From an optimization exercise on the open Yosys and OpenROAD flow, aimed at small area; shortcuts taken in it are not production practice. At most, simulation tests tie the RTL to the original design; equivalence was not proved.

==> run A: inputs <==
// websocket_accept_key_engine
module websocket_accept_key_engine (
  input  logic       clk_i,
  input  logic       rst_ni,
  input  logic       in_valid_i,
  output logic       in_stall_o,
  input  logic [7:0] rx_byte_i,
  output logic       out_valid_o,
  input  logic       out_stall_i,
  output logic [7:0] accept_char_o,
  output logic [4:0] char_index_o,
  output logic       last_o
);
export LEC_CHECK = 0
export ABC_AREA = 1
export CAP_MARGIN = 20
export CORE_MARGIN = 2
export CORE_UTILIZATION = 40
export CTS_BUF_LIST = sky130_fd_sc_hd__clkbuf_4
export SLEW_MARGIN = 20
create_clock -name core_clock -period 10.0 [get_ports {clk_i}]
run.sh (not shown) runs the stock make flow with config.mk's settings and CLKGATE_MAP_FILE= SYNTH_SCRIPT=/design/flow/synth_recipe.tcl, a recipe that flattens the netlist after the stock synthesis.
==> run G (differences from run A) <==
--- a/flow/design.v
+++ b/flow/design.v
@@ -148,12 +148,10 @@
   output logic       last_o
 );
   localparam logic [3:0] StHdr  = 4'd0, StKey  = 4'd1, StLoad = 4'd2, StRnd1 = 4'd3,
                          StFf1  = 4'd4, StRnd2 = 4'd5, StFf2  = 4'd6, StXfer = 4'd7,
                          StOut  = 4'd8, StDone = 4'd9;
-  localparam logic [8*36-1:0] GuidText = "258EAFA5-E914-47DA-95CA-C5AB0DC85B11";
-  localparam logic [159:0] H0Bytes = 160'h67452301_EFCDAB89_98BADCFE_10325476_C3D2E1F0;
   logic [3:0]   state_q;
   logic [1:0]   c_q, sg_q;
   logic [4:0]   r_q;
   logic [511:0] ring_q;
   logic [159:0] s_q;
@@ -177,19 +175,59 @@
   assign out_acc     = out_valid_o && !out_stall_i;
   assign key_en      = (state_q == StKey && in_acc) || r1 || ff1 || r2 || emit ||
                        (out_acc && (r_q[1:0] != 2'd0));
   logic [7:0] gen_w, gen_h;
   always_comb begin
-    logic [6:0] l;
-    l = {r_q, c_q};
-    gen_w = 8'h00;
-    for (int i = 0; i < 36; i++)
-      if (l == 7'(44 + i)) gen_w = GuidText[8*(35 - i) +: 8];
+    case ({r_q, c_q})
+      7'd44: gen_w = 8'h32;   
+      7'd45: gen_w = 8'h35;   
+      7'd46: gen_w = 8'h38;   
+      7'd47: gen_w = 8'h45;   
+      7'd48: gen_w = 8'h41;   
+      7'd49: gen_w = 8'h46;   
+      7'd50: gen_w = 8'h41;   
+      7'd51: gen_w = 8'h35;   
+      7'd52: gen_w = 8'h2d;   
+      7'd53: gen_w = 8'h45;   
+      7'd54: gen_w = 8'h39;   
+      7'd55: gen_w = 8'h31;   
+      7'd56: gen_w = 8'h34;   
+      7'd57: gen_w = 8'h2d;   
+      7'd58: gen_w = 8'h34;   
+      7'd59: gen_w = 8'h37;   
+      7'd60: gen_w = 8'h44;   
+      7'd61: gen_w = 8'h41;   
+      7'd62: gen_w = 8'h2d;   
+      7'd63: gen_w = 8'h39;   
+      7'd64: gen_w = 8'h35;   
+      7'd65: gen_w = 8'h43;   
+      7'd66: gen_w = 8'h41;   
+      7'd67: gen_w = 8'h2d;   
+      7'd68: gen_w = 8'h43;   
+      7'd69: gen_w = 8'h35;   
+      7'd70: gen_w = 8'h41;   
+      7'd71: gen_w = 8'h42;   
+      7'd72: gen_w = 8'h30;   
+      7'd73: gen_w = 8'h44;   
+      7'd74: gen_w = 8'h43;   
+      7'd75: gen_w = 8'h38;   
+      7'd76: gen_w = 8'h35;   
+      7'd77: gen_w = 8'h42;   
+      7'd78: gen_w = 8'h31;   
+      7'd79: gen_w = 8'h31;   
+      default: gen_w = 8'h00;
+    endcase
     if (r1) gen_w = (c_q == 2'd0) ? 8'h80 : 8'h00;
-    gen_h = 8'h00;
-    for (int i = 0; i < 20; i++)
-      if (l == 7'(i)) gen_h = H0Bytes[8*i +: 8];
+  end
+  always_comb begin
+    case (r_q[2:0])
+      3'd0: gen_h = {2'b11, ~c_q, 2'b00, c_q};                    
+      3'd1: gen_h = ~{1'b1, c_q, 1'b0, 1'b1, c_q, 1'b1};          
+      3'd2: gen_h = ~{1'b0, c_q, 1'b0, 1'b0, c_q, 1'b1};          
+      3'd3: gen_h = {1'b1, c_q, 1'b0, 1'b1, c_q, 1'b1};           
+      default: gen_h = {1'b0, c_q, 1'b0, 1'b0, c_q, 1'b1};        
+    endcase
   end
   logic [7:0] bb, cc, dd, ee, a5, f, kc, wv, w2, hv, t;
   assign bb = s_q[103:96];
   assign cc = s_q[71:64];
   assign dd = s_q[39:32];
@@ -315,10 +353,25 @@
       2'd1: digit = {b0[1:0], b1[7:4]};
       2'd2: digit = {b0[3:0], (r_q == 5'd26) ? 2'b00 : b1[7:6]};
       default: digit = b0[5:0];
     endcase
   end
+  logic lt26, lt52, ge62;
+  logic [4:0] off, lo;
+  logic [7:0] ch;
+  assign lt26 = !digit[5] && (!digit[4] || !digit[3] || (!digit[2] && !digit[1]));
+  assign lt52 = !digit[5] || !digit[4] || (!digit[3] && !digit[2]);
+  assign ge62 = &digit[5:1];
+  assign off  = lt26 ? 5'd1 : lt52 ? 5'd7 : 5'd28;
+  always_comb begin
+    logic cy;
+    cy = 1'b0;
+    for (int i = 0; i < 5; i++) begin
+      lo[i] = digit[i] ^ off[i] ^ cy;
+      cy = (digit[i] & off[i]) | (digit[i] & cy) | (off[i] & cy);
+    end
+  end
+  assign ch = ge62 ? {5'b00101, digit[0], 2'b11} : {1'b0, lt52, !lt26, lo};
   assign char_index_o  = r_q;
   assign last_o        = (r_q == 5'(wsk_pkg::AcceptLen));
-  assign accept_char_o = last_o ? 8'h00 :
-                         (r_q == 5'(wsk_pkg::AcceptLen - 1) ? 8'("=") : wsk_pkg::b64_char(digit));
+  assign accept_char_o = last_o ? 8'h00 : (r_q == 5'(wsk_pkg::AcceptLen - 1) ? 8'("=") : ch);
 endmodule
==> flow/flow/run.sh (new file) <==
#!/bin/bash
# The standard layout (standard.sh) with changes to how the layout is made;
# the registers, their names and cell types stay the standard synthesis's:
#  - synthesis maps adders to plain gates, not the library's full and half
#    adder cells (no ADDER_MAP_FILE), and ABC maps for area with amap (a copy
#    of ORFS's scripts with its own abc_area.script);
#  - port buffers are buf_1 cells;
#  - clock tree synthesis uses clkbuf_4 buffers in small clusters and no
#    dummy loads.
# Each tool's output goes to the ORFS logs under orfs/logs; make's output to
# standard_flow.log here.
set -euo pipefail
rm -rf orfs_scripts
cp -r "$FLOW_HOME/scripts" orfs_scripts
printf 'strash\ndch -f\namap\ntopo\n' > orfs_scripts/abc_area.script
export SCRIPTS_DIR="$PWD/orfs_scripts"
export ADDER_MAP_FILE=
export BUFFER_PORTS_ARGS="-buffer_cell sky130_fd_sc_hd__buf_1"
export CTS_ARGS="-sink_clustering_enable -repair_clock_nets -dont_use_dummy_load -buf_list sky130_fd_sc_hd__clkbuf_4 -sink_clustering_size 12 -sink_clustering_max_diameter 35"
bash standard.sh > standard_flow.log 2>&1
==> flow/standard.sh (new file) <==
#!/bin/bash
# synth_recipe.tcl (not shown) runs the flow's synth.tcl, then flattens the netlist and writes it again
# the make line also repeats each setting of config.mk as NAME=value (left out here)
make -C /OpenROAD-flow-scripts/flow DESIGN_CONFIG=/design/flow/config.mk WORK_HOME=/design/flow/orfs CLKGATE_MAP_FILE= SYNTH_SCRIPT=/design/flow/synth_recipe.tcl "${@:-finish}"
--- a/flow/config.mk
+++ b/flow/config.mk
@@ -7,7 +7,7 @@
 export LEC_CHECK = 0
 export ABC_AREA = 1
 export CAP_MARGIN = 20
 export CORE_MARGIN = 2
 export CORE_UTILIZATION = 40
-export CTS_BUF_LIST = sky130_fd_sc_hd__clkbuf_4
+export PLACE_DENSITY = 0.85
 export SLEW_MARGIN = 20
removed: flow/run.sh
==> run K (differences from run A) <==
==> flow/flow/run.sh (new file) <==
#!/bin/bash
# The standard layout (standard.sh), with two changes to how it is made:
#  - synthesis maps adders to plain gates instead of the library's full and
#    half adder cells (no ADDER_MAP_FILE), which gives smaller logic here;
#  - clock tree synthesis uses small clock buffers and no dummy loads.
# Registers, their names and cell types are the standard synthesis's.
set -euo pipefail
export ADDER_MAP_FILE=
export CTS_ARGS="-sink_clustering_enable -repair_clock_nets -dont_use_dummy_load -buf_list sky130_fd_sc_hd__clkbuf_4"
bash standard.sh > standard_flow.log 2>&1
==> flow/standard.sh (new file) <==
#!/bin/bash
# synth_recipe.tcl (not shown) runs the flow's synth.tcl, then flattens the netlist and writes it again
# the make line also repeats each setting of config.mk as NAME=value (left out here)
make -C /OpenROAD-flow-scripts/flow DESIGN_CONFIG=/design/flow/config.mk WORK_HOME=/design/flow/orfs CLKGATE_MAP_FILE= SYNTH_SCRIPT=/design/flow/synth_recipe.tcl "${@:-finish}"
--- a/flow/config.mk
+++ b/flow/config.mk
@@ -7,7 +7,6 @@
 export LEC_CHECK = 0
 export ABC_AREA = 1
 export CAP_MARGIN = 20
 export CORE_MARGIN = 2
 export CORE_UTILIZATION = 40
-export CTS_BUF_LIST = sky130_fd_sc_hd__clkbuf_4
 export SLEW_MARGIN = 20
removed: flow/run.sh
==> notes <==
The highest count of clock-buffer cells in the layout belongs to run A, the lowest to run G.
First-iteration DRC count: run A < run K < run G.
Against run A, the synthesized cell count of run G is lower by 17%.
Via count: run K is lower than run A (about 0.74%).
The lowest die area belongs to run G, the highest to run A.
==> figures <==
|  | run A | run K | run G |
|---|---|---|---|
| Outcome | complete, no violations | complete, no violations | complete, no violations |
| Number of distinct library cells after synthesis | 69 | 57 | 49 |
| Initial antenna violation count | 4 | 3 | 3 |
| Worst R2R Setup Slack | 1420 ps | 4740 ps | 2290 ps |
| Buffers outside the clock class | 36 | 43 | 46 |
| Core region area | 57400 um^2 | 55100 um^2 | 51500 um^2 |
| Number of clock buffer instances in the layout | 251 | 164 | 91 |
| Pin count of the biggest net entering global routing | 193 | 189 | 193 |
| Share of cell area taken by muxes after synthesis | 0.0866% | 0% | 0% |
| Number of I/O port buffers | 27 | 26 | 26 |
| GP Congestion | 0.937 | 0.970 | 0.970 |
| Number of nets in the layout | 2259 | 2187 | 1826 |
Function not checked in run A and run K: the RTL went through the layout flow alone.

static timing again, ports no longer ideal:
The flow's constraints put no driver on any port. The routed layouts listed below were extracted and timed again, unchanged, in two steps.
Step 1, drivers: a clkbuf_16 drives clk_i and a buf_2 each remaining input, both assumed.
Step 2, shift: input delay + t, output delay - t, t = (earliest + latest rising clock arrival at the registers) / 2. This alone moves slack from input paths to output paths.
Three values: ideal, step 1, step 2; two values: the first two.
run	shift t [ns]	setup WS [ns]	worst register clock-pin slew, ns	pins driven straight from the clock port
run A	1.016	1.420 / 1.420 / 1.420	0.07 / 0.07	1
run G	0.833	1.762 / 1.709 / 2.290	0.12 / 0.12	1
run K	0.905	3.604 / 3.552 / 4.457	0.07 / 0.07	1
After both steps every run listed still meets setup and hold.
